Background: an optimization exercise with open tools, aiming at a short achievable clock period and few clock cycles per item. Do not read the settings as production practice. In this exercise RTL edits were held to simulation tests only and were not proved equivalent to the original. The clock cells of runs 4 to 7 come from the design's own scripts or RTL, not from TritonCTS. The clock port is modelled as an ideal driver, which makes a skipped or thinned clock tree look cheaper than it is; a real chip needs a root buffer or a tree. Power is estimated from default activity; no workload was simulated.

<file path="run.sh">
#!/bin/bash
# synth_recipe.tcl (not shown) runs the flow's synth.tcl, then flattens the netlist and writes it again
# the make line also repeats each setting of config.mk as NAME=value (left out here)
make -C /OpenROAD-flow-scripts/flow DESIGN_CONFIG=/design/flow/config.mk WORK_HOME=/design/flow/orfs CLKGATE_MAP_FILE= SYNTH_SCRIPT=/design/flow/synth_recipe.tcl finish
</file>
<file path="config.mk">
export PLATFORM = sky130hd
export DESIGN_NAME = bmem_line_adapter
export DESIGN_NICKNAME = bmem_line_adapter
export VERILOG_FILES = /design/flow/design.v
export SDC_FILE = /design/flow/constraint.sdc
export NUM_CORES = 4
export LEC_CHECK = 0
export CAP_MARGIN = 20
export CORE_AREA = 5 5 355 355
export DIE_AREA = 0 0 360 360
export SETUP_SLACK_MARGIN = 3.5
export SLEW_MARGIN = 20
export SYNTH_HIERARCHICAL = 1
export SYNTH_MINIMUM_KEEP_SIZE = 0
</file>
<file path="constraint.sdc">
create_clock -name core_clock -period 5.0 [get_ports {clk}]
set_input_delay 1.0000 -clock core_clock [delete_from_list [all_inputs] [get_ports {clk}]]
set_output_delay 1.0000 -clock core_clock [all_outputs]
set_load 0.01 [all_outputs]
</file>
<file path="design.v">
package bmem_pkg;
    localparam int BEAT_W      = 64;
    localparam int BEATS       = 4;
    localparam int LINE_W      = BEAT_W * BEATS;
    localparam int OFFSET_BITS = 5;
endpackage
module rr_arbiter2 (
    input  logic req_i,
    input  logic req_d,
    input  logic last_d,
    output logic gnt_d,
    output logic any_req
);
    assign gnt_d   = req_d & (~req_i | ~last_d);
    assign any_req = req_i | req_d;
endmodule
module bmem_line_adapter #(
    parameter int ADDR_W = 32,
    parameter int BEAT_W = 64,
    parameter int BEATS  = 4
) (
    input  logic                      clk,
    input  logic                      rst,
    input  logic [ADDR_W-1:0]         i_addr,
    input  logic                      i_read,
    output logic [BEAT_W*BEATS-1:0]   i_rdata,
    output logic                      i_resp,
    input  logic [ADDR_W-1:0]         d_addr,
    input  logic                      d_read,
    input  logic                      d_write,
    input  logic [BEAT_W*BEATS-1:0]   d_wdata,
    output logic [BEAT_W*BEATS-1:0]   d_rdata,
    output logic                      d_resp,
    output logic [ADDR_W-1:0]         bmem_addr,
    output logic                      bmem_read,
    output logic                      bmem_write,
    output logic [BEAT_W-1:0]         bmem_wdata,
    input  logic                      bmem_ready,
    input  logic [ADDR_W-1:0]         bmem_raddr,
    input  logic [BEAT_W-1:0]         bmem_rdata,
    input  logic                      bmem_rvalid
);
    localparam int LINE_W = BEAT_W * BEATS;
    localparam int CNT_W  = $clog2(BEATS);
    localparam int OFS    = bmem_pkg::OFFSET_BITS;
    localparam int LA_W   = ADDR_W - OFS;
    localparam logic [CNT_W-1:0] LAST_BEAT = CNT_W'(BEATS - 1);
    logic               i_rq, d_rq, d_wr_q;
    logic               rreq_q, rwait_q, wr_q;
    logic               idle;
    logic [CNT_W-1:0]   rcnt_q, wcnt_q;
    logic               cur_d_q, last_d_q, i_taken_q, d_taken_q;
    logic [LA_W-1:0]    la_q;         
    logic [LA_W-1:0]    rd_la_q;      
    logic [BEAT_W-1:0]  wdata_q;
    logic               i_resp_q, d_resp_q;
    logic [BEAT_W-1:0]  rdata_q, top_i_q, top_d_q;
    logic               hit_q;
    logic [CNT_W-1:0]   hidx_q;
    logic [LINE_W-BEAT_W-1:0] asm_i_q, asm_d_q;
    logic               pend_i, pend_d, nxt_d, nxt_valid, nxt_wr;
    logic [LA_W-1:0]    nxt_la;
    logic               wr_last, wr_done;
    assign pend_i = i_rq & ~i_taken_q;
    assign pend_d = d_rq & ~d_taken_q;
    rr_arbiter2 u_arb (
        .req_i   (pend_i),
        .req_d   (pend_d),
        .last_d  (last_d_q),
        .gnt_d   (nxt_d),
        .any_req (nxt_valid)
    );
    assign nxt_wr = nxt_d & d_wr_q;
    assign nxt_la = nxt_d ? d_addr[ADDR_W-1:OFS] : i_addr[ADDR_W-1:OFS];
    assign idle   = ~(rreq_q | rwait_q | wr_q);
    localparam int NS_W = 14;
    function automatic logic [NS_W-1:0] ctl_next(
        input logic             rdy,
        input logic             ev,
        input logic             rreq, rwait, wr,
        input logic [CNT_W-1:0] rcnt, wcnt,
        input logic             cur_d, last_d, i_taken, d_taken, i_resp, d_resp,
        input logic             nvalid, nd, nwr
    );
        logic             hit, rd_done, wr_done, start;
        logic             n_rreq, n_wr, n_rwait, n_cur_d, n_last_d, n_i_taken, n_d_taken;
        logic             n_i_resp, n_d_resp;
        logic [CNT_W-1:0] n_rcnt, n_wcnt;
        hit       = rwait & ev;
        rd_done   = hit & (rcnt == LAST_BEAT);
        wr_done   = wr & (wcnt == LAST_BEAT) & rdy;
        start     = nvalid & (~(rreq | rwait | wr) | rd_done | wr_done);
        n_rreq    = (rreq & ~rdy) | (start & ~nwr);
        n_wr      = (wr & ~wr_done) | (start & nwr);
        n_rwait   = (rreq & rdy) | (rwait & ~rd_done);
        n_rcnt    = rwait ? rcnt + CNT_W'(hit) : '0;
        n_wcnt    = wr ? wcnt + CNT_W'(rdy) : '0;
        n_cur_d   = start ? nd : cur_d;
        n_last_d  = start ? nd : last_d;
        n_i_taken = (start & ~nd) | (i_taken & ~i_resp);
        n_d_taken = (start & nd) | (d_taken & ~d_resp);
        n_i_resp  = rd_done & ~cur_d;
        n_d_resp  = (rd_done & cur_d) | wr_done;
        ctl_next = {n_rreq, n_wr, n_rwait, n_rcnt, n_wcnt, n_cur_d, n_last_d,
                    n_i_taken, n_d_taken, n_i_resp, n_d_resp, hit};
    endfunction
    logic             ev;
    logic [NS_W-1:0]  ns_00, ns_01, ns_10, ns_11, ns;
    logic             hit_d;
    localparam int EQ_N = ADDR_W / 8;
    logic [ADDR_W-1:0] rd_addr;
    logic [EQ_N-1:0]   eq_part;
    assign rd_addr = {rd_la_q, {OFS{1'b0}}};
    for (genvar g = 0; g < EQ_N; g++) begin : g_eq
        bmem_eq8 u_eq (
            .a  (bmem_raddr[8*g +: 8]),
            .b  (rd_addr[8*g +: 8]),
            .eq (eq_part[g])
        );
    end
    assign ev = bmem_rvalid & (&eq_part);
    assign ns_00 = ctl_next(1'b0, 1'b0, rreq_q, rwait_q, wr_q, rcnt_q, wcnt_q, cur_d_q, last_d_q,
                            i_taken_q, d_taken_q, i_resp_q, d_resp_q, nxt_valid, nxt_d, nxt_wr);
    assign ns_01 = ctl_next(1'b0, 1'b1, rreq_q, rwait_q, wr_q, rcnt_q, wcnt_q, cur_d_q, last_d_q,
                            i_taken_q, d_taken_q, i_resp_q, d_resp_q, nxt_valid, nxt_d, nxt_wr);
    assign ns_10 = ctl_next(1'b1, 1'b0, rreq_q, rwait_q, wr_q, rcnt_q, wcnt_q, cur_d_q, last_d_q,
                            i_taken_q, d_taken_q, i_resp_q, d_resp_q, nxt_valid, nxt_d, nxt_wr);
    assign ns_11 = ctl_next(1'b1, 1'b1, rreq_q, rwait_q, wr_q, rcnt_q, wcnt_q, cur_d_q, last_d_q,
                            i_taken_q, d_taken_q, i_resp_q, d_resp_q, nxt_valid, nxt_d, nxt_wr);
    assign ns = ev ? (bmem_ready ? ns_11 : ns_01) : (bmem_ready ? ns_10 : ns_00);
    assign wr_last = wr_q & (wcnt_q == LAST_BEAT);
    assign wr_done = wr_last & bmem_ready;
    always_ff @(posedge clk or posedge rst) begin
        if (rst) begin
            i_rq      <= 1'b0;
            d_rq      <= 1'b0;
            d_wr_q    <= 1'b0;
            rreq_q    <= 1'b0;
            rwait_q   <= 1'b0;
            wr_q      <= 1'b0;
            rcnt_q    <= '0;
            wcnt_q    <= '0;
            cur_d_q   <= 1'b0;
            last_d_q  <= 1'b0;
            i_taken_q <= 1'b0;
            d_taken_q <= 1'b0;
            i_resp_q  <= 1'b0;
            d_resp_q  <= 1'b0;
            hit_q     <= 1'b0;
            hidx_q    <= '0;
        end else begin
            i_rq      <= i_read & ~i_resp_q;
            d_rq      <= (d_read | d_write) & ~d_resp_q;
            d_wr_q    <= d_write;
            {rreq_q, wr_q, rwait_q, rcnt_q, wcnt_q, cur_d_q, last_d_q,
             i_taken_q, d_taken_q, i_resp_q, d_resp_q, hit_q} <= ns;
            hidx_q    <= rcnt_q;
        end
    end
    logic [LA_W-1:0]    cur_la;
    logic               la_hold;
    logic [CNT_W-1:0]   wbeat;
    assign cur_la  = cur_d_q ? d_addr[ADDR_W-1:OFS] : i_addr[ADDR_W-1:OFS];
    assign la_hold = (rreq_q & ~bmem_ready) | (wr_q & ~wr_done);
    assign wbeat   = wr_q ? wcnt_q + CNT_W'(bmem_ready) : '0;
    always_ff @(posedge clk) begin
        la_q    <= la_hold ? cur_la : nxt_la;
        rd_la_q <= cur_la;
        wdata_q <= d_wdata[wbeat*BEAT_W +: BEAT_W];
        rdata_q <= bmem_rdata;
        top_i_q <= rwait_q ? bmem_rdata : rdata_q;
        top_d_q <= rwait_q ? bmem_rdata : top_i_q;
        for (int k = 0; k < BEATS-1; k++) begin
            if (hit_q && hidx_q == CNT_W'(k)) begin
                asm_i_q[k*BEAT_W +: BEAT_W] <= rdata_q;
                asm_d_q[k*BEAT_W +: BEAT_W] <= rdata_q;
            end else begin
                asm_i_q[k*BEAT_W +: BEAT_W] <= asm_d_q[k*BEAT_W +: BEAT_W];
                asm_d_q[k*BEAT_W +: BEAT_W] <= asm_i_q[k*BEAT_W +: BEAT_W];
            end
        end
    end
    assign bmem_addr  = {la_q, {OFS{1'b0}}};
    assign bmem_read  = rreq_q;
    assign bmem_write = wr_q;
    assign bmem_wdata = wdata_q;
    assign i_resp     = i_resp_q;
    assign d_resp     = d_resp_q;
    assign i_rdata    = {top_i_q, asm_i_q};
    assign d_rdata    = {top_d_q, asm_d_q};
endmodule
module bmem_eq8 (
    input  logic [7:0] a,
    input  logic [7:0] b,
    output logic       eq
);
    assign eq = (a == b);
endmodule
</file>
==> results.yml, run 1 <==
sta:
  rsz0062_at_grt: "true"
  fin_crit_ns: 2.286
  setup_viol: 0
  max_freq_ghz: 0.4374
  fin_crit_sh_pct: 45.73
  tightest_slew_ns: 0.7267
  finalMaxSlewViolations: 0
  setup_tns_ns: 0
  slew_headroom_pct: 51.50
  hold_viol: 0
  whs_ns: 0.4466
  skew_ns: 0.02528
die:
  die_h_um: 360
  core_mm2: 0.1217
  die_x_um: 360
  ios: 1035
  initial_core_util_pct: 18.53
  dieArea_mm2: 0.1296
  rows: 128
synthesis:
  synth_cell_types: 41
  yosysWarningCount: 7
  synth-edff-count: 0
  async_reset_ff_share_pct: 2.528
  synth_top_area_share_pct: 61.61
  synth_largest_area_cell: "dfxtp_1"
  synth_ff_type: "dfxtp_1"
  postSynthAreaPerCell_um2: 9.708
  yosysSeqAreaShare_pct: 63.60
  syn_inst: 2323
  synth_most_common_cell: "nand2_1"
  synthTopCellsByArea: "dfxtp_1 (62%), nand2_1 (17%), mux4_2 (6.4%)"
  synthesis.area_mm2: 0.02255
  ys_ff_latch: 712
  synth.top_cells.by_count: "nand2_1 (1027), dfxtp_1 (694), inv_1 (134)"
cts:
  cts-root-buf: "clkbuf_16"
  clk_latency_ns: 0.67
  cts_tree: "yes"
  htreeDepth: 3
  clkTransAtPathRegs_ns: 0.07
  cts_buffer_depth: 3
  hold_buffers: 0
  numCtsBuffers: 84
  cts_sinks: 712
detailed_routing:
  drt_pass1_iterations: 5
  ant_nets: 0
  first_iter_violations: 1385
  via_per_inst: 4.193
  wl_per_cell_um: 30.23
  vias: 22812
  drcViolationCount: 0
  wl_mm: 164.5
finish:
  nets: 4145
  drive_gt1_share_pct: 66.22
  synthToLayoutAreaGrowth_pct: 109.2
  post_layout_nonfiller_instances: 5441
critical_path:
  end_kind: "primary output"
  worstSetupStartpoint: "wr_q$_DFF_PP0_"
  critPathKind: "flop to primary output"
  crit_chain: "buf_6"
  crit_end: "bmem_write"
  path_max_fanout: 2
  reg2reg_to: "la_q[5]$_DFF_P_"
  path_depth: 1
  rr_worst_depth: 6
  critical-path-max-stage-delay_ns: 0.49
  path_buf_inv: 1
  crit_slowest_cell: "dfrtp_4"
  critPathTopFamily: "flip-flops"
  regToRegStartpoint: "wr_q$_DFF_PP0_"
  crit_arrival_ns: 1.29
  worstPathRequired_ns: 4.00
  ff2ff_setup_slack_ns: 2.93
  critPathLaunchType: "flop"
global_route:
  grt_pass1_vias: 21939
  antenna_found_initial: 87
  grtUsageTotal_pct: 23.60
  grt.overflow.total: 0
  grt_pass1_wl_mm: 206.2
  grt_max_degree: 76
placement:
  place_inst: 4885
  hpwl_mm: 112.2
  port-buffer-count: 1019
  place.gp.congestion: 0.8993
flow_run:
  drv_cap: 0
power_and_ir_drop:
  powerDensity_mw_per_mm2: 281.0
  p_total_uw: 13260
  vdd_drop_max_uv: 233.5
  p_leak_uw: 0.02203
min_path:
  hold_path.class: "flop to flop"
run_status:
  status: "timing/DRC/antenna clean"
-- final cells by class --
| cell class | count | area (um^2) |
|---|---|---|
| inverters | 134 | 503.0 |
| flip-flops and latches | 712 | 15140 |
| fillers | 11588 | 74530 |
| clock buffers | 114 | 2375 |
| well taps | 1625 | 2033 |
| multi-input cells | 1391 | 10710 |
| diodes | 30 | 75.07 |
| repair buffers | 1397 | 15850 |
| clock inverters | 38 | 500.5 |
-- sequential cells by signal, summed over array words and instances (netlist names) --
register and flops:
i_taken_q 1, i_rq 1, hit_q 1, d_rq 1, wdata_q 64, rd_la_q 27
asm_i_q 192, rwait_q 1, d_taken_q 1, rreq_q 1, rdata_q 64, d_wr_q 1
la_q 27, d_resp_q 1, i_resp_q 1, top_i_q 64, wcnt_q 2, hidx_q 2
last_d_q 1, top_d_q 64, rcnt_q 2, wr_q 1, asm_d_q 192
-- cells by family after synthesis --
group | synth area share (%)
adders and majority gates | 0.1109
and+or+nand+nor | 18.21
muxes | 9.254
buffers and inverters | 4.233
xor gates and xnor gates | 1.398
other | 0.01663
AOI/OAI and AO/OA | 3.174
DFF | 63.60
-- through the flow --
stage               setup slack, ns  cell area, um^2  util (%)
floorplan                     2.811            22920         -
global placement              1.372            34780     28.58
detailed placement            1.333            34780     28.58
CTS                           2.651            43320     35.59
global route                  2.672            47140     38.73
finish                        2.714            47180     38.76
-- per-module statistics from Yosys (local to each module, per instance) --
| module | flip-flops and latches | cells |
|---|---|---|
| rr_arbiter2 | 0 | 2 |
| bmem_line_adapter | 712 | 2277 |
| bmem_eq8 | 0 | 11 |
-- where the power goes --
group          switching, uW  total [uW]  internal, uW  leakage [uW]
clock                   2740        6430          3690       0.00140
combinational            297         856           560        0.0145
sequential               149        5970          5820       0.00613
total                   3190       13300         10100        0.0220
-- metal layers --
layer | up-vias | share of wire (%) | GRT usage [%]
met5 | - | 0.055 | 0
met4 | 16 | 4.2 | 8.331
met3 | 292 | 9.6 | 8.926
met2 | 1092 | 48 | 40.58
met1 | 11194 | 38 | 26.83
li1 | 10218 | - | -
-- how the worst min path moves through the flow --
stage	end	slack, ns	depth (start not counted)	startpoint
global placement	hidx_q[0]$_DFF_PP0_	0.42	0	rcnt_q[0]$_DFFE_PP0P_
CTS	asm_i_q[54]$_DFF_P_	0.44	2	asm_d_q[54]$_DFF_P_
global route	asm_i_q[51]$_DFF_P_	0.46	2	asm_d_q[51]$_DFF_P_
floorplan	hidx_q[0]$_DFF_PP0_	0.39	0	rcnt_q[0]$_DFFE_PP0P_
detailed placement	hidx_q[0]$_DFF_PP0_	0.43	0	rcnt_q[0]$_DFFE_PP0P_
finish	asm_i_q[106]$_DFF_P_	0.45	2	asm_d_q[106]$_DFF_P_
-- layout by cell type (no fill, tap or decap), types with 89 or more instances in the layout --
master / count
buf_6: 603
dfxtp_2: 565
nand2_1: 447
clkdlybuf4s50_1: 379
nand2_2: 319
nand2_4: 256
buf_4: 221
inv_1: 134
o21ai_0: 126
dfxtp_1: 109
clkbuf_16: 89
-- timing repair --
item	CTS	global route
hold endpoints to repair	0	0
pin swaps	522	279
cloned	68	7
endpoints found under the setup margin	1165	1094
resized for setup	4667	627
setup buffers	118	181
Testbench counts, summed over its fixed seeds: cycles 31,485, items 4,800.
==> run 2, diff against run 1 <==
--- a/config.mk
+++ b/config.mk
@@ -10,3 +10,3 @@
 export DIE_AREA = 0 0 360 360
-export SETUP_SLACK_MARGIN = 3.5
+export SETUP_SLACK_MARGIN = 4.5
 export SLEW_MARGIN = 20
==> results.yml, run 2 <==
run_status:
  status: "timing/DRC/antenna clean"
critical_path:
  critPathKind: "flop to primary output"
  crit_arrival_ns: 1.34
  critical-path-max-stage-delay_ns: 0.49
  worstSetupStartpoint: "wr_q$_DFF_PP0_"
  critPathTopFamily: "flip-flops"
  end_kind: "primary output"
  path_buf_inv: 1
  crit_slowest_cell: "dfrtp_4"
  worstPathRequired_ns: 4.00
  critPathLaunchType: "flop"
  path_max_fanout: 2
  regToRegStartpoint: "wr_q$_DFF_PP0_"
  crit_chain: "buf_6"
power_and_ir_drop:
  p_leak_uw: 0.02353
  powerDensity_mw_per_mm2: 263.6
  vdd_drop_max_uv: 275.3
placement:
  place.gp.congestion: 0.9136
  hpwl_mm: 108.0
  place_inst: 4884
  port-buffer-count: 1019
global_route:
  grtUsageTotal_pct: 23.75
  grt_pass1_wl_mm: 207.6
  grt_pass1_vias: 22308
  grt_max_degree: 59
  grt.overflow.total: 0
  antenna_found_initial: 99
flow_run:
  drv_cap: 0
die:
  die_h_um: 360
  initial_core_util_pct: 18.53
  rows: 128
  die_x_um: 360
  core_mm2: 0.1217
  dieArea_mm2: 0.1296
  ios: 1035
synthesis:
  synthesis.area_mm2: 0.02255
  yosysWarningCount: 7
  synthTopCellsByArea: "dfxtp_1 (62%), nand2_1 (17%), mux4_2 (6.4%)"
  synth-edff-count: 0
  synth_cell_types: 41
  syn_inst: 2323
  synth_top_area_share_pct: 61.61
  synth_ff_type: "dfxtp_1"
  postSynthAreaPerCell_um2: 9.708
  synth_largest_area_cell: "dfxtp_1"
  synth_most_common_cell: "nand2_1"
  ys_ff_latch: 712
  async_reset_ff_share_pct: 2.528
  yosysSeqAreaShare_pct: 63.60
  synth.top_cells.by_count: "nand2_1 (1027), dfxtp_1 (694), inv_1 (134)"
cts:
  cts_buffer_depth: 3
  clkTransAtPathRegs_ns: 0.06
  cts_sinks: 712
  htreeDepth: 3
  clk_latency_ns: 0.70
  hold_buffers: 0
  cts-root-buf: "clkbuf_16"
  numCtsBuffers: 84
  cts_tree: "yes"
detailed_routing:
  first_iter_violations: 1764
  vias: 23886
  via_per_inst: 4.386
  wl_per_cell_um: 31.45
  wl_mm: 171.3
  drt_pass1_iterations: 5
  drcViolationCount: 0
  ant_nets: 0
min_path:
  hold_path.class: "input pin to async pin"
sta:
  fin_crit_sh_pct: 46.77
  max_freq_ghz: 0.4276
  tightest_slew_ns: 0.6656
  rsz0062_at_grt: "true"
  hold_viol: 0
  setup_viol: 0
  slew_headroom_pct: 55.56
  fin_crit_ns: 2.338
  whs_ns: 0.3693
  setup_tns_ns: 0
  finalMaxSlewViolations: 0
  skew_ns: 0.02771
finish:
  synthToLayoutAreaGrowth_pct: 119.5
  post_layout_nonfiller_instances: 5446
  drive_gt1_share_pct: 72.03
  finish.utilization_pct: 40.67
  final_cell_mix: "buf_6 (643), dfxtp_2 (548), nand2_1 (382)"
  top_regs: "asm_d_q (192), asm_i_q (192)"
  layout_commonest_cell: "buf_6"
  nets: 4153
## run 2: cell counts after synthesis
No cell type changed its count.
## run 2: layout make-up
class	count	area (um^2)
Antenna cell	28	70.07
Clock buffer	118	2381
Clock inverter	33	369.1
Fill cell	11223	72220
Inverter	134	506.7
Multi-Input combinational cell	1394	11750
Sequential cell	712	15260
Tap cell	1625	2033
Timing Repair Buffer	1402	17120
## run 2: stage by stage
stage	worst slack [ns]	instance area (um^2)	power [uW]
floorplan	2.811	25460	6224
global placement	1.499	36620	6915
detailed placement	1.481	36620	6916
CTS	2.590	45470	13090
global route	2.606	49460	13430
finish	2.662	49500	13050
## run 2: layer usage
metal / global-route usage (%) / up-vias / routed length [um]
met3: 7.651 / 460 / 14730
li1: - / 10263 / -
met1: 26.67 / 11813 / 62410
met5: 0 / - / 135
met2: 42.25 / 1328 / 85710
met4: 8.447 / 22 / 8284
## run 2: power by group
| part | internal, uW | leakage [uW] | total (uW) | switching, uW |
|---|---|---|---|---|
| clock network | 3480 | 0.00135 | 6180 | 2700 |
| logic | 571 | 0.0160 | 904 | 333 |
| registers | 5800 | 0.00614 | 5960 | 157 |
| total | 9860 | 0.0235 | 13000 | 3190 |
## run 2: final timing paths
kind / endpoint / slack, ns / depth (start not counted)
max in group asynchronous: hit_q$_DFF_PP0_ / 4.43 / 5
setup / recovery: bmem_write / 2.66 / 1
min in group core_clock: hidx_q[1]$_DFF_PP0_ / 0.43 / 0
hold / removal: hidx_q[1]$_DFF_PP0_ / 0.37 / 4
setup reg to reg: la_q[18]$_DFF_P_ / 2.94 / 7
hold reg to reg: hidx_q[1]$_DFF_PP0_ / 0.43 / 0
## run 2: repair_timing
item,in CTS,in global routing
gates cloned,99,29
pin swaps,241,271
gates resized for setup,4321,697
buffers inserted,135,120
setup endpoints to repair,1337,1273
## run 2: Yosys stat by module (local to each module, per instance)
| module | times used | area (um^2) |
|---|---|---|
| bmem_line_adapter | 1 | 22190 |
| bmem_eq8 | 4 | 86.33 |
| rr_arbiter2 | 1 | 13.76 |
## run 2: logic make-up (layout without fill, tap and decap cells)
group / count (synthesis) / after routing / share of synthesized area (%)
simple gates: 1070 / 1086 / 18.21
xor+xnor: 36 / 36 / 1.398
other cells: 1 / 38 / 0.01663
flops: 712 / 712 / 63.60
fa+ha+maj: 2 / 2 / 0.1109
mux: 121 / 121 / 9.254
compound gates: 139 / 139 / 3.174
buf+inv: 242 / 1687 / 4.233
==> run 3, diff against run 2 <==
--- a/design.v
+++ b/design.v
@@ -132,3 +132,4 @@
     assign wr_done = wr_last & bmem_ready;
-    always_ff @(posedge clk or posedge rst) begin
+    logic bmem_read_o, bmem_write_o, i_resp_o, d_resp_o;
+    always_ff @(posedge clk) begin
         if (rst) begin
@@ -159,2 +160,15 @@
     end
+    always_ff @(posedge clk or posedge rst) begin
+        if (rst) begin
+            bmem_read_o  <= 1'b0;
+            bmem_write_o <= 1'b0;
+            i_resp_o     <= 1'b0;
+            d_resp_o     <= 1'b0;
+        end else begin
+            bmem_read_o  <= ns[NS_W-1];
+            bmem_write_o <= ns[NS_W-2];
+            i_resp_o     <= ns[2];
+            d_resp_o     <= ns[1];
+        end
+    end
     logic [LA_W-1:0]    cur_la;
@@ -183,7 +197,7 @@
     assign bmem_addr  = {la_q, {OFS{1'b0}}};
-    assign bmem_read  = rreq_q;
-    assign bmem_write = wr_q;
+    assign bmem_read  = bmem_read_o;
+    assign bmem_write = bmem_write_o;
     assign bmem_wdata = wdata_q;
-    assign i_resp     = i_resp_q;
-    assign d_resp     = d_resp_q;
+    assign i_resp     = i_resp_o;
+    assign d_resp     = d_resp_o;
     assign i_rdata    = {top_i_q, asm_i_q};
--- a/config.mk
+++ b/config.mk
@@ -10,3 +10,3 @@
 export DIE_AREA = 0 0 360 360
-export SETUP_SLACK_MARGIN = 4.5
+export SETUP_SLACK_MARGIN = 3.5
 export SLEW_MARGIN = 20
==> results.yml, run 3 <==
detailed_routing:
  ant_nets: 0
  drcViolationCount: 0
  wl_mm: 138.8
  wl_per_cell_um: 26.69
  drt_pass1_iterations: 5
  via_per_inst: 4.071
  vias: 21167
  first_iter_violations: 1522
global_route:
  antenna_found_initial: 68
  grt_pass1_wl_mm: 179.6
  grtUsageTotal_pct: 20.13
  grt_max_degree: 75
  grt.overflow.total: 0
  grt_pass1_vias: 20448
synthesis:
  synth-edff-count: 0
  synth_top_area_share_pct: 62.66
  synth_ff_type: "dfxtp_1"
  synth_cell_types: 48
  synthTopCellsByArea: "dfxtp_1 (63%), nand2_1 (17%), mux4_2 (6.3%)"
  ys_ff_latch: 716
  synthesis.area_mm2: 0.02275
  synth_most_common_cell: "nand2_1"
  synth.top_cells.by_count: "nand2_1 (1029), dfxtp_1 (712), o21ai_0 (131)"
  async_reset_ff_share_pct: 0.5587
  yosysWarningCount: 7
  syn_inst: 2338
  yosysSeqAreaShare_pct: 63.10
  postSynthAreaPerCell_um2: 9.730
  synth_largest_area_cell: "dfxtp_1"
sta:
  rsz0062_at_grt: "true"
  finalMaxSlewViolations: 0
  fin_crit_ns: 2.204
  slew_headroom_pct: 62.58
  hold_viol: 0
  setup_tns_ns: 0
  fin_crit_sh_pct: 44.08
  setup_viol: 0
  tightest_slew_ns: 0.5605
  skew_ns: 0.03323
  max_freq_ghz: 0.4537
cts:
  numCtsBuffers: 82
  hold_buffers: 0
  cts_tree: "yes"
  htreeDepth: 3
  clkTransAtPathRegs_ns: 0.06
  clk_latency_ns: 0.68
  cts-root-buf: "clkbuf_16"
  cts_sinks: 716
  cts_buffer_depth: 3
critical_path:
  crit_slowest_cell: "dfrtp_1"
  crit_chain: "buf_6"
  ff2ff_setup_slack_ns: 3.20
  rr_worst_depth: 8
  regToRegStartpoint: "wcnt_q[0]$_SDFF_PP0_"
  reg2reg_to: "la_q[10]$_DFF_P_"
  end_kind: "primary output"
  crit_end: "i_resp"
  critPathTopFamily: "flip-flops"
  worstSetupStartpoint: "i_resp_o$_DFF_PP0_"
  worstPathRequired_ns: 4.00
  path_buf_inv: 1
  crit_arrival_ns: 1.20
  critPathLaunchType: "flop"
  path_max_fanout: 1
  critPathKind: "flop to primary output"
  path_depth: 1
  critical-path-max-stage-delay_ns: 0.40
power_and_ir_drop:
  p_leak_uw: 0.01918
  p_total_uw: 13880
  powerDensity_mw_per_mm2: 336.8
  vdd_drop_max_uv: 294.9
die:
  rows: 128
  die_h_um: 360
  core_mm2: 0.1217
  die_x_um: 360
  initial_core_util_pct: 18.69
  dieArea_mm2: 0.1296
  ios: 1035
finish:
  drive_gt1_share_pct: 48.07
  nets: 3914
  finish.utilization_pct: 33.86
  final_cell_mix: "nand2_1 (1001), buf_6 (586), dfxtp_2 (565)"
  synthToLayoutAreaGrowth_pct: 81.19
  top_regs: "asm_d_q (192), asm_i_q (192)"
  layout_commonest_cell: "nand2_1"
  post_layout_nonfiller_instances: 5199
flow_run:
  drv_cap: 0
placement:
  hpwl_mm: 102.5
  place_inst: 4895
  port-buffer-count: 1019
  place.gp.congestion: 0.9329
run_status:
  status: "timing/DRC/antenna clean"
min_path:
  hold_path.class: "flop to flop"
[run 3: changes by cell type in the layout (fill, tap and decap cells not counted), moves of 35 or more]
cell	change
buf_6	-57
nand2_4	-298
nand2_1	+619
nand2_2	-306
clkdlybuf4s50_1	+83
dfxtp_1	+35
o21ai_0	+128
buf_12	-40
buf_4	-79
o21ai_1	-36
buf_16	-94
o21ai_2	-83
[run 3: layout make-up]
type	instances	area [um^2]
Clock buffer	113	2350
Clock inverter	39	415.4
Inverter	130	491.7
Fill cell	12207	80500
Sequential cell	716	15150
Timing Repair Buffer	1154	12540
Tap cell	1625	2033
Multi-Input combinational cell	1405	8199
Antenna cell	17	42.54
[run 3: through the flow]
step	area [um^2]	hold WS, ns	setup slack [ns]
after CTS	40370	0.4169	2.690
after global placement	34810	0.4077	1.520
after detailed placement	34810	0.4075	1.508
final	41220	0.4163	2.796
after floorplan	23020	0.3883	2.797
after global routing	41180	0.4345	2.713
[run 3: per-layer routing]
layer	part of all wire, %	GRT usage (%)	routed length (um)
met5	0.051	0	71
met1	42	25.43	58140
met2	48	33.99	66260
met4	1.7	3.940	2322
met3	8.6	6.362	11970
[run 3: cell families after synthesis]
kind of cell | after synthesis | share of synthesized area, %
simple gates | 1083 | 18.37
flops | 716 | 63.10
mux | 120 | 9.482
xor+xnor | 36 | 1.386
compound gates | 141 | 3.289
fa+ha+maj | 2 | 0.1100
other cells | 1 | 0.01648
buf+inv | 239 | 4.246
[run 3: worst min path at each step]
stage | slack, ns | cells past startpoint | to | from
finish | 0.42 | 1 | d_rq$_SDFF_PP0_ | d_resp_q$_SDFF_PP0_
global route | 0.43 | 1 | i_rq$_SDFF_PP0_ | i_resp_q$_SDFF_PP0_
CTS | 0.42 | 1 | i_rq$_SDFF_PP0_ | i_resp_q$_SDFF_PP0_
detailed placement | 0.41 | 1 | i_rq$_SDFF_PP0_ | i_resp_q$_SDFF_PP0_
global placement | 0.41 | 1 | i_rq$_SDFF_PP0_ | i_resp_q$_SDFF_PP0_
floorplan | 0.39 | 1 | i_rq$_SDFF_PP0_ | i_resp_q$_SDFF_PP0_
[run 3: worst register-to-register path, stage by stage, from the launching register on]
cell	delay, ns
dfxtp_4	0.37
ha_4	0.15
a21boi_4	0.06
a21oi_4	0.14
mux2i_4	0.29
buf_6	0.15
buf_6	0.11
buf_16	0.13
mux2_4	0.30
[run 3: report_power, final]
part | total (uW) | switching, uW | internal [uW]
sequential | 6190 | 198 | 6000
combinational | 1490 | 589 | 906
clock | 6190 | 2650 | 3540
[run 3: repair_timing]
item / in CTS / in global routing
gates resized for setup: 4105 / 135
buffers inserted: 71 / 35
cloned: 25 / 4
setup endpoints to repair: 1170 / 803
pin swaps: 66 / 61
[run 3: Yosys stat by module (local to each module, per instance)]
module             copies in the design  flops+latches  cell area (um^2)  cells
bmem_eq8                              4              0             86.33     11
bmem_line_adapter                     1            716             22390   2292
rr_arbiter2                           1              0             13.76      2
Testbench counts of run 3, summed over its fixed seeds: cycles 31,485, items 4,800.
==> run 4, diff against run 3 <==
==> flow/run.sh (new file) <==
#!/bin/bash
# Standard ORFS layout, except that the clock tree is built by
# flow/clock_tree.tcl (two buffer levels) in place of TritonCTS.
set -euo pipefail
here=$(pwd)
FLOW_LEAF_MAX=23 bash standard.sh finish "PRE_CTS_TCL=$here/flow/clock_tree.tcl" > standard.log 2>&1
==> flow/clock_tree.tcl (new file) <==
# Sourced by ORFS's cts.tcl before its clock tree step (PRE_CTS_TCL). It
# replaces clock_tree_synthesis with a two-level tree of clkbuf_16 cells
# built here: the clock port drives 4 root buffers, each root drives the
# leaf buffers of one quarter of the flip-flops, and each leaf buffer drives
# a compact cluster of at most LEAF_MAX flip-flops. Every flip-flop is behind
# exactly two buffers, so the tree is balanced by construction; the rest of
# cts.tcl (legalisation, timing repair) runs unchanged.

proc my_tree_split {pts max} {
  # pts: list of {x y iterm}; split along the longer side at the median
  # until each part holds at most max points. Returns a list of parts.
  if {[llength $pts] <= $max} { return [list $pts] }
  set xs [lsort -integer [lmap p $pts {lindex $p 0}]]
  set ys [lsort -integer [lmap p $pts {lindex $p 1}]]
  set w [expr {[lindex $xs end] - [lindex $xs 0]}]
  set h [expr {[lindex $ys end] - [lindex $ys 0]}]
  set k [expr {$w >= $h ? 0 : 1}]
  set s [lsort -integer -index $k $pts]
  set n [expr {[llength $s] / 2}]
  return [concat [my_tree_split [lrange $s 0 [expr {$n - 1}]] $max] \
                 [my_tree_split [lrange $s $n end] $max]]
}

proc my_tree_centroid {pts} {
  set sx 0; set sy 0
  foreach p $pts { set sx [expr {$sx + [lindex $p 0]}]; set sy [expr {$sy + [lindex $p 1]}] }
  set n [llength $pts]
  return [list [expr {$sx / $n}] [expr {$sy / $n}]]
}

proc my_tree_buffer {block master name xy} {
  set inst [odb::dbInst_create $block $master $name]
  set w [[$inst getMaster] getWidth]
  set h [[$inst getMaster] getHeight]
  $inst setLocation [expr {[lindex $xy 0] - $w / 2}] [expr {[lindex $xy 1] - $h / 2}]
  $inst setPlacementStatus PLACED
  return $inst
}

proc my_tree_net {block name} {
  set net [odb::dbNet_create $block $name]
  $net setSigType CLOCK
  return $net
}

rename clock_tree_synthesis my_orig_clock_tree_synthesis
proc clock_tree_synthesis {args} {
  set leaf_max 12
  if {[info exists ::env(FLOW_LEAF_MAX)]} { set leaf_max $::env(FLOW_LEAF_MAX) }
  set block [ord::get_db_block]
  set master [[ord::get_db] findMaster sky130_fd_sc_hd__clkbuf_16]
  set clk [$block findNet clk]
  set sinks {}
  foreach it [$clk getITerms] {
    set xy [$it getAvgXY]
    if {[lindex $xy 0] == 0} {
      set loc [[$it getInst] getLocation]
      set xy [list 1 [lindex $loc 0] [lindex $loc 1]]
    }
    lappend sinks [list [lindex $xy 1] [lindex $xy 2] $it]
  }
  puts "bench clock tree: [llength $sinks] sinks on clk"
  # four quarters of equal size, then clusters inside each
  set quarters [my_tree_split $sinks [expr {([llength $sinks] + 3) / 4}]]
  if {[llength $quarters] != 4} { error "expected 4 quarters, got [llength $quarters]" }
  set q 0
  set nleaf 0
  foreach quarter $quarters {
    set clusters [my_tree_split $quarter $leaf_max]
    set leaf_xy {}
    set rnet [my_tree_net $block "clknet_root_$q"]
    foreach cl $clusters {
      set xy [my_tree_centroid $cl]
      lappend leaf_xy $xy
      set leaf [my_tree_buffer $block $master "clkbuf_leaf_${q}_$nleaf" $xy]
      set lnet [my_tree_net $block "clknet_leaf_${q}_$nleaf"]
      foreach p $cl {
        set it [lindex $p 2]
        $it disconnect
        $it connect $lnet
      }
      [$leaf findITerm X] connect $lnet
      [$leaf findITerm A] connect $rnet
      incr nleaf
    }
    set root [my_tree_buffer $block $master "clkbuf_root_$q" [my_tree_centroid $leaf_xy]]
    [$root findITerm X] connect $rnet
    [$root findITerm A] connect $clk
    puts "bench clock tree: root $q drives [llength $clusters] leaf buffers"
    incr q
  }
  puts "bench clock tree: $nleaf leaf buffers"
  set_propagated_clock [all_clocks]
}
==> standard.sh (new file) <==
#!/bin/bash
# synth_recipe.tcl (not shown) runs the flow's synth.tcl, then flattens the netlist and writes it again
# the make line also repeats each setting of config.mk as NAME=value (left out here)
make -C /OpenROAD-flow-scripts/flow DESIGN_CONFIG=/design/flow/config.mk WORK_HOME=/design/flow/orfs CLKGATE_MAP_FILE= SYNTH_SCRIPT=/design/flow/synth_recipe.tcl "${@:-finish}"
removed: run.sh
==> results.yml, run 4 <==
synthesis:
  synth_ff_type: "dfxtp_1"
  ys_ff_latch: 716
  synth_most_common_cell: "nand2_1"
  synth-edff-count: 0
  synth.top_cells.by_count: "nand2_1 (1029), dfxtp_1 (712), o21ai_0 (131)"
  yosysSeqAreaShare_pct: 63.10
  synthesis.area_mm2: 0.02275
  yosysWarningCount: 7
  synthTopCellsByArea: "dfxtp_1 (63%), nand2_1 (17%), mux4_2 (6.3%)"
  synth_top_area_share_pct: 62.66
  async_reset_ff_share_pct: 0.5587
  synth_largest_area_cell: "dfxtp_1"
  postSynthAreaPerCell_um2: 9.730
  synth_cell_types: 48
  syn_inst: 2338
power_and_ir_drop:
  vdd_drop_max_uv: 193.6
  p_seq_share_pct: 57.1
  p_comb_share_pct: 13.6
  p_leak_uw: 0.01893
  power_switching_uw: 2673
  switching_share_pct: 24.61
  powerDensity_mw_per_mm2: 264.7
  p_int_uw: 8187
  clkPwrFrac_pct: 29.3
sta:
  setup_tns_ns: 0
  fin_crit_sh_pct: 39.82
  setup_viol: 0
  fin_crit_ns: 1.991
  slew_headroom_pct: 56.36
  skew_ns: 0.03078
  rsz0062_at_grt: "true"
  hold_viol: 0
  whs_ns: 0.4176
  max_freq_ghz: 0.5022
  tightest_slew_ns: 0.6537
  finalMaxSlewViolations: 0
critical_path:
  critPathKind: "input pin to flop"
  worstSetupStartpoint: "bmem_raddr[5]"
  crit_slowest_cell: "nand4_1"
  reg2reg_to: "la_q[6]$_DFF_P_"
  end_kind: "flop"
  crit_chain: "buf_6 -> xnor2_2 -> nand4_1 -> nor2_2 -> nand4_1 -> nor2_4 -> o21ai_2 -> a21bo_2"
  rr_worst_depth: 8
  path_max_fanout: 4
  worstPathRequired_ns: 5.31
  ff2ff_setup_slack_ns: 3.10
  critical-path-max-stage-delay_ns: 0.22
  regToRegStartpoint: "wcnt_q[0]$_SDFF_PP0_"
  crit_arrival_ns: 2.30
  crit_end: "last_d_q$_SDFFE_PP0P_"
  cp_common_cell: "nand4_1"
  critPathLaunchType: "input pin"
finish:
  synthToLayoutAreaGrowth_pct: 80.34
  final_cell_mix: "nand2_1 (829), buf_6 (594), dfxtp_2 (565)"
  seq_area_mm2: 0.01514
  nets: 3910
  layout_commonest_cell: "nand2_1"
  multi_input_area_mm2: 0.008974
  fillCellCount: 12262
  drive_gt1_share_pct: 52.28
  top_regs: "asm_d_q (192), asm_i_q (192)"
cts:
  clk_latency_ns: 0.41
  clkTransAtPathRegs_ns: 0.09
  hold_buffers: 0
min_path:
  hold_path.class: "flop to flop"
detailed_routing:
  vias: 20987
  wl_per_cell_um: 28.26
  drt_pass1_iterations: 5
  first_iter_violations: 1784
  wl_mm: 145.0
  drcViolationCount: 0
  ant_nets: 0
  via_per_inst: 4.091
die:
  dieArea_mm2: 0.1296
  die_h_um: 360
  initial_core_util_pct: 18.69
  rows: 128
  ios: 1035
  core_mm2: 0.1217
  die_x_um: 360
flow_run:
  drv_cap: 0
global_route:
  grt.overflow.total: 0
  grt_pass1_vias: 19606
  antenna_found_initial: 65
  grt_max_degree: 76
  grt_pass1_wl_mm: 175.3
  grtUsageTotal_pct: 19.42
run_status:
  status: "timing/DRC/antenna clean"
placement:
  port-buffer-count: 1019
  place.gp.congestion: 0.9329
  hpwl_mm: 102.5
-- run 4: cell counts after synthesis --
No cell type changed its count.
-- run 4: metrics by stage --
step / utilization, % / cell area (um^2) / power, uW / cells / setup slack, ns
2_1_floorplan: - / 23020 / 6642 / 2347 / 2.797
3_3_place_gp: 28.60 / 34810 / 7609 / 4895 / 1.520
3_5_place_dp: 28.60 / 34810 / 7611 / 4895 / 1.508
4_1_cts: 31.61 / 38470 / 10900 / 5025 / 2.970
5_1_grt: 33.66 / 40980 / 11230 / 5111 / 2.971
6_report: 33.70 / 41020 / 10860 / 5130 / 3.009
-- run 4: timing repair --
item | CTS | global route
resized for setup | 4118 | 406
setup buffers | 72 | 42
cloned | 22 | 41
setup endpoints to repair | 1202 | 1025
pin swaps | 73 | 200
hold endpoints to repair | 0 | 0
-- run 4: how the worst min path moves through the flow --
stage / startpoint / to / cells after the start
global placement: i_resp_q$_SDFF_PP0_ / i_rq$_SDFF_PP0_ / 1
CTS: i_resp_q$_SDFF_PP0_ / i_rq$_SDFF_PP0_ / 1
global route: i_resp_q$_SDFF_PP0_ / i_rq$_SDFF_PP0_ / 1
finish: i_resp_q$_SDFF_PP0_ / i_rq$_SDFF_PP0_ / 1
detailed placement: i_resp_q$_SDFF_PP0_ / i_rq$_SDFF_PP0_ / 1
floorplan: i_resp_q$_SDFF_PP0_ / i_rq$_SDFF_PP0_ / 1
-- run 4: power by group through the flow --
| stage | sequential [uW] | clock, uW | combinational [uW] |
|---|---|---|---|
| 6_report | 6200 | 3180 | 1480 |
| 4_1_cts | 6180 | 3270 | 1450 |
| 3_3_place_gp | 6270 | 0 | 1340 |
| 2_1_floorplan | 6300 | 0 | 343 |
| 3_5_place_dp | 6270 | 0 | 1340 |
| 5_1_grt | 6220 | 3450 | 1560 |
-- run 4: area by class of cell --
class / instances / share of cell area, %
Antenna cell: 22 / 0.1342
Timing Repair Buffer: 1197 / 32.74
Multi-Input combinational cell: 1404 / 21.87
Buffer: 36 / 2.196
Inverter: 130 / 1.199
Sequential cell: 716 / 36.90
Tap cell: 1625 / 4.956
-- run 4: cell families (layout without fill, tap and decap cells) --
| kind of cell | Yosys count | after routing | share of synthesized area [%] |
|---|---|---|---|
| buf+inv | 239 | 1363 | 4.246 |
| compound gates | 141 | 141 | 3.289 |
| simple gates | 1083 | 1095 | 18.37 |
| flops | 716 | 716 | 63.10 |
| xor+xnor | 36 | 36 | 1.386 |
| mux | 120 | 120 | 9.482 |
| other cells | 1 | 32 | 0.01648 |
| fa+ha+maj | 2 | 2 | 0.1100 |
-- run 4: Yosys stat by module, one instance, submodules excluded --
module,flip-flops and latches,area (um^2),times used
bmem_line_adapter,716,22390,1
bmem_eq8,0,86.33,4
rr_arbiter2,0,13.76,1
-- run 4: critical path: cells and delay by family --
kind,cells,cell delay (ns)
simple gates,4,0.79
buf+inv,1,0.10
compound gates,2,0.29
xor+xnor,1,0.11
-- run 4: layer usage --
layer  share of wire (%)  global-route usage [%]  wire length (um)
met2                  48                   33.39             69970
met4                 1.6                   2.611              2278
met3                 8.0                   5.246             11610
met1                  42                   25.07             61070
met5               0.048                       0                69
==> run 5, diff against run 4 <==
--- a/flow/run.sh
+++ b/flow/run.sh
@@ -5,2 +5,2 @@
 here=$(pwd)
-FLOW_LEAF_MAX=23 bash standard.sh finish "PRE_CTS_TCL=$here/flow/clock_tree.tcl" > standard.log 2>&1
+bash standard.sh finish "PRE_CTS_TCL=$here/flow/clock_tree.tcl" > standard.log 2>&1
==> results.yml, run 5 <==
run_status:
  status: "timing/DRC/antenna clean"
critical_path:
  critPathTopFamily: "flip-flops"
  critical-path-max-stage-delay_ns: 0.40
  path_buf_inv: 1
  ff2ff_setup_slack_ns: 3.15
  end_kind: "primary output"
  crit_slowest_cell: "dfrtp_1"
  path_max_fanout: 1
  critPathLaunchType: "flop"
  critPathKind: "flop to primary output"
  regToRegStartpoint: "wcnt_q[1]$_SDFF_PP0_"
  rr_worst_depth: 8
  crit_arrival_ns: 1.03
  reg2reg_to: "la_q[11]$_DFF_P_"
  worstPathRequired_ns: 4.00
  crit_chain: "buf_6"
  path_depth: 1
cts:
  clkTransAtPathRegs_ns: 0.07
  clk_latency_ns: 0.49
  hold_buffers: 0
global_route:
  grt.overflow.total: 0
  antenna_found_initial: 69
  grtUsageTotal_pct: 19.55
  grt_max_degree: 76
  grt_pass1_wl_mm: 177.1
  grt_pass1_vias: 20001
synthesis:
  synth_cell_types: 48
  async_reset_ff_share_pct: 0.5587
  synthTopCellsByArea: "dfxtp_1 (63%), nand2_1 (17%), mux4_2 (6.3%)"
  ys_ff_latch: 716
  yosys.area_share.simple_pct: 18.37
  synth_ff_type: "dfxtp_1"
  synth-edff-count: 0
  synth_most_common_cell: "nand2_1"
  synthAdderAreaFrac_pct: 0.1100
  synth_top_family_by_area: "simple AND/OR/NAND/NOR gates"
  postSynthAreaPerCell_um2: 9.730
  muxShareOfSynthArea_pct: 9.482
  synth.top_cells.by_count: "nand2_1 (1029), dfxtp_1 (712), o21ai_0 (131)"
  synth_top_area_share_pct: 62.66
  synth-xor-area-share_pct: 1.386
  syn_inst: 2338
  yosysSeqAreaShare_pct: 63.10
  yosysWarningCount: 7
  synthesis.area_mm2: 0.02275
  synth_largest_area_cell: "dfxtp_1"
  synth_compound_area_share_pct: 3.289
detailed_routing:
  drt_pass1_iterations: 5
  via_per_inst: 4.145
  wl_per_cell_um: 28.83
  ant_nets: 0
  vias: 21600
  wl_mm: 150.3
  first_iter_violations: 1710
  drcViolationCount: 0
placement:
  place.gp.congestion: 0.9329
  port-buffer-count: 1019
  hpwl_mm: 102.5
sta:
  max_freq_ghz: 0.4921
  tightest_slew_ns: 0.6380
  setup_viol: 0
  setup_tns_ns: 0
  finalMaxSlewViolations: 0
  fin_crit_ns: 2.032
  skew_ns: 0.04311
  whs_ns: 0.4129
  slew_headroom_pct: 57.41
  fin_crit_sh_pct: 40.64
  hold_viol: 0
  rsz0062_at_grt: "true"
finish:
  drive_gt1_share_pct: 55.06
  final_cell_mix: "nand2_1 (771), buf_6 (589), dfxtp_2 (564)"
  nets: 3996
  top_regs: "asm_d_q (192), asm_i_q (192)"
  synthToLayoutAreaGrowth_pct: 88.90
  fillCellCount: 11987
  layout_commonest_cell: "nand2_1"
die:
  core_mm2: 0.1217
  initial_core_util_pct: 18.69
  dieArea_mm2: 0.1296
  die_h_um: 360
  ios: 1035
  die_x_um: 360
  rows: 128
min_path:
  holdPathStages: 1
  min_from: "i_resp_q$_SDFF_PP0_"
  whs_endpoint: "i_rq$_SDFF_PP0_"
  hold_path.class: "flop to flop"
power_and_ir_drop:
  p_total_uw: 12170
  p_leak_uw: 0.01976
  vdd_drop_max_uv: 276.7
  powerDensity_mw_per_mm2: 283.2
flow_run:
  drv_cap: 0
-- run 5: cell counts after synthesis --
Identical to the previous run, type by type.
-- run 5: how the worst max path moves through the flow --
stage / from / to / slack, ns
3_3_place_gp: bmem_ready / wdata_q[6]$_DFF_P_ / 1.52
4_1_cts: i_resp_o$_DFF_PP0_ / i_resp / 2.90
3_5_place_dp: bmem_ready / wdata_q[5]$_DFF_P_ / 1.51
2_1_floorplan: bmem_ready / la_q[10]$_DFF_P_ / 2.80
5_1_grt: i_resp_o$_DFF_PP0_ / i_resp / 2.91
6_report: bmem_write_o$_DFF_PP0_ / bmem_write / 2.97
-- run 5: logic make-up after synthesis --
logic type | count (synthesis)
other | 1
multiplexers | 120
AO/OA/AOI/OAI | 141
buffers and inverters | 239
flip-flops | 716
adder cells (fa/ha/maj) | 2
AND/OR/NAND/NOR | 1083
XOR/XNOR | 36
-- run 5: per-stage QoR --
step / util (%) / cell area [um^2] / worst slack, ns / std cells
2_1_floorplan: - / 23020 / 2.797 / 2347
4_1_cts: 32.46 / 39510 / 2.901 / 5064
5_1_grt: 35.27 / 42930 / 2.909 / 5195
6_report: 35.30 / 42970 / 2.968 / 5211
3_3_place_gp: 28.60 / 34810 / 1.520 / 4895
3_5_place_dp: 28.60 / 34810 / 1.508 / 4895
-- run 5: layer usage --
layer  vias up  global-route usage, %  routed length (um)
met3       202                  5.400               11860
li1       9835                      -                   -
met4        14                  2.510                3104
met2      1001                  33.60               71800
met1     10548                  25.23               63410
met5         -                      0                  74
-- run 5: area by class of cell --
type	instances	area [um^2]	share of cell area, %
inverters	130	491.7	1.144
well taps	1625	2033	4.732
repair buffers	1251	14270	33.22
plain buffers	68	1702	3.960
flip-flops and latches	716	15150	35.25
multi-input cells	1404	9281	21.60
diodes	17	42.54	0.09900
-- run 5: per-module statistics from Yosys, one instance, submodules excluded --
module	flip-flops and latches	cells inside	copies in the design
rr_arbiter2	0	2	1
bmem_line_adapter	716	2292	1
bmem_eq8	0	11	4
-- run 5: timing repair --
item | in CTS | in global routing
resized for setup | 4156 | 472
setup buffers | 79 | 76
setup endpoints to repair | 1197 | 1010
cloned | 22 | 54
pin swaps | 158 | 229
-- run 5: report_power, final --
group | switching (uW) | leakage (uW) | internal, uW
clock network | 2110 | 0.000838 | 2360
logic | 585 | 0.0128 | 909
registers | 208 | 0.00612 | 6000
total | 2910 | 0.0198 | 9260
==> run 6, diff against run 5 <==
--- a/flow/run.sh
+++ b/flow/run.sh
@@ -5,2 +5,2 @@
 here=$(pwd)
-bash standard.sh finish "PRE_CTS_TCL=$here/flow/clock_tree.tcl" > standard.log 2>&1
+FLOW_LEAF_MAX=19 bash standard.sh finish "PRE_CTS_TCL=$here/flow/clock_tree.tcl" > standard.log 2>&1
--- a/flow/clock_tree.tcl
+++ b/flow/clock_tree.tcl
@@ -9,5 +9,8 @@
 proc my_tree_split {pts max} {
-  # pts: list of {x y iterm}; split along the longer side at the median
-  # until each part holds at most max points. Returns a list of parts.
-  if {[llength $pts] <= $max} { return [list $pts] }
+  # pts: list of {x y iterm}. Cut along the longer side into
+  # ceil(n / max) parts of near-equal size, by recursive cuts in proportion
+  # to the number of parts on each side. Returns a list of parts.
+  set n [llength $pts]
+  set parts [expr {($n + $max - 1) / $max}]
+  if {$parts <= 1} { return [list $pts] }
   set xs [lsort -integer [lmap p $pts {lindex $p 0}]]
@@ -18,5 +21,8 @@
   set s [lsort -integer -index $k $pts]
-  set n [expr {[llength $s] / 2}]
-  return [concat [my_tree_split [lrange $s 0 [expr {$n - 1}]] $max] \
-                 [my_tree_split [lrange $s $n end] $max]]
+  set p1 [expr {$parts / 2}]
+  set cut [expr {($n * $p1 + $parts / 2) / $parts}]
+  set m1 [expr {($cut + $p1 - 1) / $p1}]
+  set m2 [expr {($n - $cut + ($parts - $p1) - 1) / ($parts - $p1)}]
+  return [concat [my_tree_split [lrange $s 0 [expr {$cut - 1}]] $m1] \
+                 [my_tree_split [lrange $s $cut end] $m2]]
 }
@@ -45,3 +51,3 @@
 
-rename clock_tree_synthesis my_orig_clock_tree_synthesis
+catch {rename clock_tree_synthesis my_orig_clock_tree_synthesis}
 proc clock_tree_synthesis {args} {
==> results.yml, run 6 <==
sta:
  setup_viol: 0
  skew_ns: 0.04958
  fin_crit_sh_pct: 40.41
  setup_tns_ns: 0
  finalMaxSlewViolations: 0
  max_freq_ghz: 0.4949
  rsz0062_at_grt: "true"
  hold_viol: 0
  slew_headroom_pct: 57.68
  fin_crit_ns: 2.021
  tightest_slew_ns: 0.6339
critical_path:
  crit_arrival_ns: 1.02
  ff2ff_setup_slack_ns: 3.08
  path_buf_inv: 1
  critPathKind: "flop to primary output"
  rr_worst_depth: 8
  critPathTopFamily: "flip-flops"
  worstPathRequired_ns: 4.00
  reg2reg_to: "la_q[26]$_DFF_P_"
  end_kind: "primary output"
  critical-path-max-stage-delay_ns: 0.42
  crit_slowest_cell: "dfrtp_1"
  path_max_fanout: 1
  critPathLaunchType: "flop"
  regToRegStartpoint: "wcnt_q[0]$_SDFF_PP0_"
  crit_chain: "buf_6"
synthesis:
  synth.top_cells.by_count: "nand2_1 (1029), dfxtp_1 (712), o21ai_0 (131)"
  synth_ff_type: "dfxtp_1"
  synth_top_area_share_pct: 62.66
  syn_inst: 2338
  yosysSeqAreaShare_pct: 63.10
  synth-edff-count: 0
  ys_ff_latch: 716
  yosysWarningCount: 7
  synth_most_common_cell: "nand2_1"
  synth_largest_area_cell: "dfxtp_1"
  synthesis.area_mm2: 0.02275
  synth_cell_types: 48
  async_reset_ff_share_pct: 0.5587
  synthTopCellsByArea: "dfxtp_1 (63%), nand2_1 (17%), mux4_2 (6.3%)"
  postSynthAreaPerCell_um2: 9.730
global_route:
  grtUsageTotal_pct: 19.87
  grt.overflow.total: 0
  grt_pass1_vias: 19895
  grt_pass1_wl_mm: 179.2
  grt_max_degree: 75
  antenna_found_initial: 66
placement:
  hpwl_mm: 102.5
  place.gp.congestion: 0.9329
  place_inst: 4895
  port-buffer-count: 1019
detailed_routing:
  vias: 21404
  ant_nets: 0
  via_per_inst: 4.099
  drt_pass1_iterations: 5
  wl_mm: 146.3
  first_iter_violations: 1926
  wl_per_cell_um: 28.02
  drcViolationCount: 0
cts:
  clkTransAtPathRegs_ns: 0.09
  clk_latency_ns: 0.44
finish:
  fillCellCount: 12100
  synthToLayoutAreaGrowth_pct: 86.38
  multi_input_area_mm2: 0.009235
  post_layout_nonfiller_instances: 5222
  nets: 4001
  seq_area_mm2: 0.01514
  top_regs: "asm_d_q (192), asm_i_q (192)"
  final_cell_mix: "nand2_1 (785), buf_6 (595), dfxtp_2 (563)"
  layout_commonest_cell: "nand2_1"
  drive_gt1_share_pct: 54.73
min_path:
  whs_endpoint: "d_rq$_SDFF_PP0_"
  min_from: "d_resp_q$_SDFF_PP0_"
  hold_path.class: "flop to flop"
  holdPathStages: 1
die:
  ios: 1035
  dieArea_mm2: 0.1296
  die_x_um: 360
  rows: 128
  core_mm2: 0.1217
  initial_core_util_pct: 18.69
  die_h_um: 360
run_status:
  status: "timing/DRC/antenna clean"
flow_run:
  drv_cap: 0
power_and_ir_drop:
  powerDensity_mw_per_mm2: 263.9
  vdd_drop_max_uv: 261.4
  p_leak_uw: 0.01963
  p_total_uw: 11190
[run 6: metal layers]
metal	share of wire, %	vias up	track usage [%]
li1	-	9858	-
met1	42	10445	25.75
met2	48	926	34.21
met3	7.6	161	5.246
met4	1.8	14	2.502
met5	0.079	-	0
[run 6: area by class of cell]
type                    count  area share (%)
plain buffers              44           2.597
multi-input cells        1404           21.78
well taps                1625           4.796
inverters                 130           1.160
flip-flops and latches    716           35.72
repair buffers           1280           33.81
diodes                     23          0.1358
[run 6: modules after synthesis (local to each module, per instance)]
module / cells / area (um^2) / flops+latches / times used
rr_arbiter2: 2 / 13.76 / 0 / 1
bmem_eq8: 11 / 86.33 / 0 / 4
bmem_line_adapter: 2292 / 22390 / 716 / 1
[run 6: logic make-up after synthesis]
group                    after synthesis  share of synthesized area, %
flip-flops                           716                         63.10
AO/OA/AOI/OAI                        141                         3.289
XOR/XNOR                              36                         1.386
multiplexers                         120                         9.482
buffers and inverters                239                         4.246
AND/OR/NAND/NOR                     1083                         18.37
adder cells (fa/ha/maj)                2                        0.1100
other                                  1                       0.01648
[run 6: repair_timing]
action                                   CTS  global route
hold endpoints to repair                   0             0
setup buffers                             79           114
pin swaps                                270            93
endpoints found under the setup margin  1203          1049
hold buffers                               0             0
gates cloned                              31            36
gates resized for setup                 4240           369
[run 6: how the worst max path moves through the flow]
stage | from | end | slack [ns] | depth (start not counted)
2_1_floorplan | bmem_ready | la_q[10]$_DFF_P_ | 2.80 | 5
3_3_place_gp | bmem_ready | wdata_q[6]$_DFF_P_ | 1.52 | 5
3_5_place_dp | bmem_ready | wdata_q[5]$_DFF_P_ | 1.51 | 5
4_1_cts | i_resp_o$_DFF_PP0_ | i_resp | 2.94 | 1
5_1_grt | i_resp_o$_DFF_PP0_ | i_resp | 2.94 | 1
6_report | i_resp_o$_DFF_PP0_ | i_resp | 2.98 | 1
[run 6: per-stage QoR]
| stage | cell area [um^2] | setup WS [ns] | utilization (%) | hold slack (ns) |
|---|---|---|---|---|
| after floorplan | 23020 | 2.797 | - | 0.3883 |
| after global placement | 34810 | 1.520 | 28.60 | 0.4077 |
| after detailed placement | 34810 | 1.508 | 28.60 | 0.4075 |
| after CTS | 39320 | 2.935 | 32.30 | 0.4023 |
| after global routing | 42350 | 2.942 | 34.79 | 0.4396 |
| final | 42400 | 2.979 | 34.83 | 0.4083 |
[run 6: where the power goes]
part	internal [uW]	total [uW]	switching (uW)
sequential	5990	6200	209
combinational	902	1480	581
clock	1560	3510	1940
==> run 7, diff against run 6 <==
--- a/flow/run.sh
+++ b/flow/run.sh
@@ -5,2 +5,2 @@
 here=$(pwd)
-FLOW_LEAF_MAX=19 bash standard.sh finish "PRE_CTS_TCL=$here/flow/clock_tree.tcl" > standard.log 2>&1
+FLOW_LEAF_MAX=13 bash standard.sh finish "PRE_CTS_TCL=$here/flow/clock_tree.tcl" > standard.log 2>&1
==> results.yml, run 7 <==
run_status:
  status: "timing/DRC/antenna clean"
power_and_ir_drop:
  power_switching_uw: 2866
  powerDensity_mw_per_mm2: 279.5
  vdd_drop_max_uv: 262.2
  p_total_uw: 11850
  p_int_uw: 8989
  p_leak_uw: 0.01947
  clkPwrFrac_pct: 35.2
  switching_share_pct: 24.17
  p_seq_share_pct: 52.3
  p_comb_share_pct: 12.5
synthesis:
  postSynthAreaPerCell_um2: 9.730
  muxShareOfSynthArea_pct: 9.482
  synth_largest_area_cell: "dfxtp_1"
  yosysWarningCount: 7
  synth_top_area_share_pct: 62.66
  syn_inst: 2338
  async_reset_ff_share_pct: 0.5587
  yosysSeqAreaShare_pct: 63.10
  synth_most_common_cell: "nand2_1"
  synth_cell_types: 48
  synth-xor-area-share_pct: 1.386
  synth_ff_type: "dfxtp_1"
  synthesis.area_mm2: 0.02275
  synth-edff-count: 0
  synthTopCellsByArea: "dfxtp_1 (63%), nand2_1 (17%), mux4_2 (6.3%)"
  yosys.area_share.simple_pct: 18.37
  synthAdderAreaFrac_pct: 0.1100
  synth_top_family_by_area: "simple AND/OR/NAND/NOR gates"
  ys_ff_latch: 716
  synth.top_cells.by_count: "nand2_1 (1029), dfxtp_1 (712), o21ai_0 (131)"
  synth_compound_area_share_pct: 3.289
critical_path:
  critPathLaunchType: "flop"
  end_kind: "primary output"
  path_max_fanout: 1
  worstPathRequired_ns: 4.00
  path_buf_inv: 1
  critPathTopFamily: "flip-flops"
  critical-path-max-stage-delay_ns: 0.41
  crit_arrival_ns: 1.04
  crit_chain: "buf_6"
  critPathKind: "flop to primary output"
  crit_slowest_cell: "dfrtp_1"
cts:
  hold_buffers: 0
  clk_latency_ns: 0.47
  clkTransAtPathRegs_ns: 0.06
detailed_routing:
  top_layer_used: "met5"
  vias: 21375
  wl_met1_mm: 62.24
  ant_nets: 0
  met2_wirelength_mm: 70.71
  wl_mm: 147.6
  first_iter_violations: 1788
  wl_per_cell_um: 28.41
  drt_pass1_iterations: 7
  drcViolationCount: 0
  via_per_inst: 4.115
  wl_met3_mm: 11.89
placement:
  place.gp.congestion: 0.9329
  place_area_mm2: 0.03481
  port-buffer-count: 1019
  hpwl_mm: 102.5
die:
  ios: 1035
  die_x_um: 360
  dieArea_mm2: 0.1296
  initial_core_util_pct: 18.69
  core_mm2: 0.1217
  die_h_um: 360
  rows: 128
sta:
  whs_ns: 0.4129
  tightest_slew_ns: 0.5947
  finalMaxSlewViolations: 0
  max_freq_ghz: 0.4902
  hold_viol: 0
  rsz0062_at_grt: "true"
  slew_headroom_pct: 60.30
  fin_crit_sh_pct: 40.80
  skew_ns: 0.05736
  setup_viol: 0
  fin_crit_ns: 2.040
  setup_tns_ns: 0
finish:
  synthToLayoutAreaGrowth_pct: 86.44
  nets: 3978
  final_cell_mix: "nand2_1 (775), buf_6 (599), dfxtp_2 (564)"
  fillCellCount: 12088
  layout_commonest_cell: "nand2_1"
  top_regs: "asm_d_q (192), asm_i_q (192)"
  fin_area_mm2: 0.04241
  finish.utilization_pct: 34.84
  drive_gt1_share_pct: 54.72
flow_run:
  drv_cap: 0
global_route:
  grt_max_degree: 76
  grt_pass1_wl_mm: 177.8
  grt_pass1_vias: 20088
  grtUsageTotal_pct: 19.64
  grt.overflow.total: 0
  antenna_found_initial: 68
min_path:
  hold_path.class: "flop to flop"
==> run 7: area by class of cell <==
class                   instances  area [um^2]  share of cell area (%)
diodes                         19        47.55                  0.1121
repair buffers               1241        13950                   32.90
flip-flops and latches        716        15140                   35.70
plain buffers                  60         1501                   3.540
well taps                    1625         2033                   4.794
inverters                     130        491.7                   1.159
multi-input cells            1404         9244                   21.80
==> run 7: final timing paths <==
check,from,to,slack [ns],cells after the start
worst min-delay path,asm_i_q[159]$_DFF_P_,asm_d_q[159]$_DFF_P_,0.41,2
max in group asynchronous,rst,i_resp_o$_DFF_PP0_,4.11,4
worst max-delay path,i_resp_o$_DFF_PP0_,i_resp,2.96,1
worst max register to register,wcnt_q[0]$_SDFF_PP0_,la_q[11]$_DFF_P_,3.12,8
worst min register to register,asm_i_q[159]$_DFF_P_,asm_d_q[159]$_DFF_P_,0.41,2
min in group asynchronous,rst,d_resp_o$_DFF_PP0_,0.70,3
==> run 7: stage by stage <==
stage | setup WS, ns | cells
after detailed placement | 1.508 | 4895
final | 2.960 | 5195
after CTS | 2.918 | 5060
after global placement | 1.520 | 4895
after global routing | 2.923 | 5179
after floorplan | 2.797 | 2347
==> run 7: logic make-up after synthesis <==
kind of cell,Yosys count
AO/OA/AOI/OAI,141
XOR/XNOR,36
adder cells (fa/ha/maj),2
buffers and inverters,239
flip-flops,716
multiplexers,120
other,1
AND/OR/NAND/NOR,1083
==> run 7: per-layer routing <==
| metal | global-route usage (%) | up-vias |
|---|---|---|
| li1 | - | 9805 |
| met5 | 0 | - |
| met3 | 5.475 | 169 |
| met4 | 2.914 | 14 |
| met2 | 33.75 | 966 |
| met1 | 25.15 | 10421 |
==> run 7: repair_timing <==
item	CTS	global route
pin swaps	144	227
buffers inserted	80	73
gates resized for setup	4155	457
cloned	25	43
endpoints found under the setup margin	1200	1057
==> run 7: power by group through the flow <==
stage	clock network [uW]	registers, uW	logic [uW]
2_1_floorplan	0	6300	343
3_3_place_gp	0	6270	1340
3_5_place_dp	0	6270	1340
4_1_cts	4270	6180	1450
5_1_grt	4460	6220	1560
6_report	4170	6200	1480
==> run 7: modules after synthesis, one instance, submodules excluded <==
module / cells / flops+latches
bmem_line_adapter: 2292 / 716
bmem_eq8: 11 / 0
rr_arbiter2: 2 / 0

## afterwards: timing with drivers on the ports
The flow's constraints put no driver on any port. The routed layouts listed below were extracted and timed again, unchanged, in two steps.
Step 1: set_driving_cell puts a clkbuf_16 on clk and a buf_2 on each other input, an assumption about the parent block.
Step 2, shift: input delay + t, output delay - t, t = (earliest + latest rising clock arrival at the registers) / 2. This alone moves slack from input paths to output paths.
Slacks: ideal / step 1 / step 2; pairs: ideal / step 1.
| run | t, ns | setup WS [ns] | worst setup path at the end | worst slew at a driven data input, ns | pins driven straight from the clock port |
|---|---|---|---|---|---|
| run 1 | 0.732 | 2.714 / 2.644 / 2.450 | input to register | 0.30 | 1 |
| run 2 | 0.752 | 2.662 / 2.598 / 2.208 | input to register | 0.31 | 1 |
| run 3 | 0.728 | 2.796 / 2.728 / 2.481 | input to register | 0.36 | 1 |
| run 4 | 0.560 | 3.009 / 2.851 / 2.510 | input to register | 0.36 | 4 |
| run 5 | 0.629 | 2.968 / 2.803 / 2.510 | input to register | 0.37 | 4 |
| run 6 | 0.573 | 2.979 / 2.823 / 2.471 | input to register | 0.35 | 4 |
| run 7 | 0.599 | 2.960 / 2.807 / 2.516 | input to register | 0.37 | 4 |
After both steps every run listed still meets setup and hold. The setup slack of run 6, which loses most, moves by -0.156 ns with the drivers and by -0.508 ns with both steps.
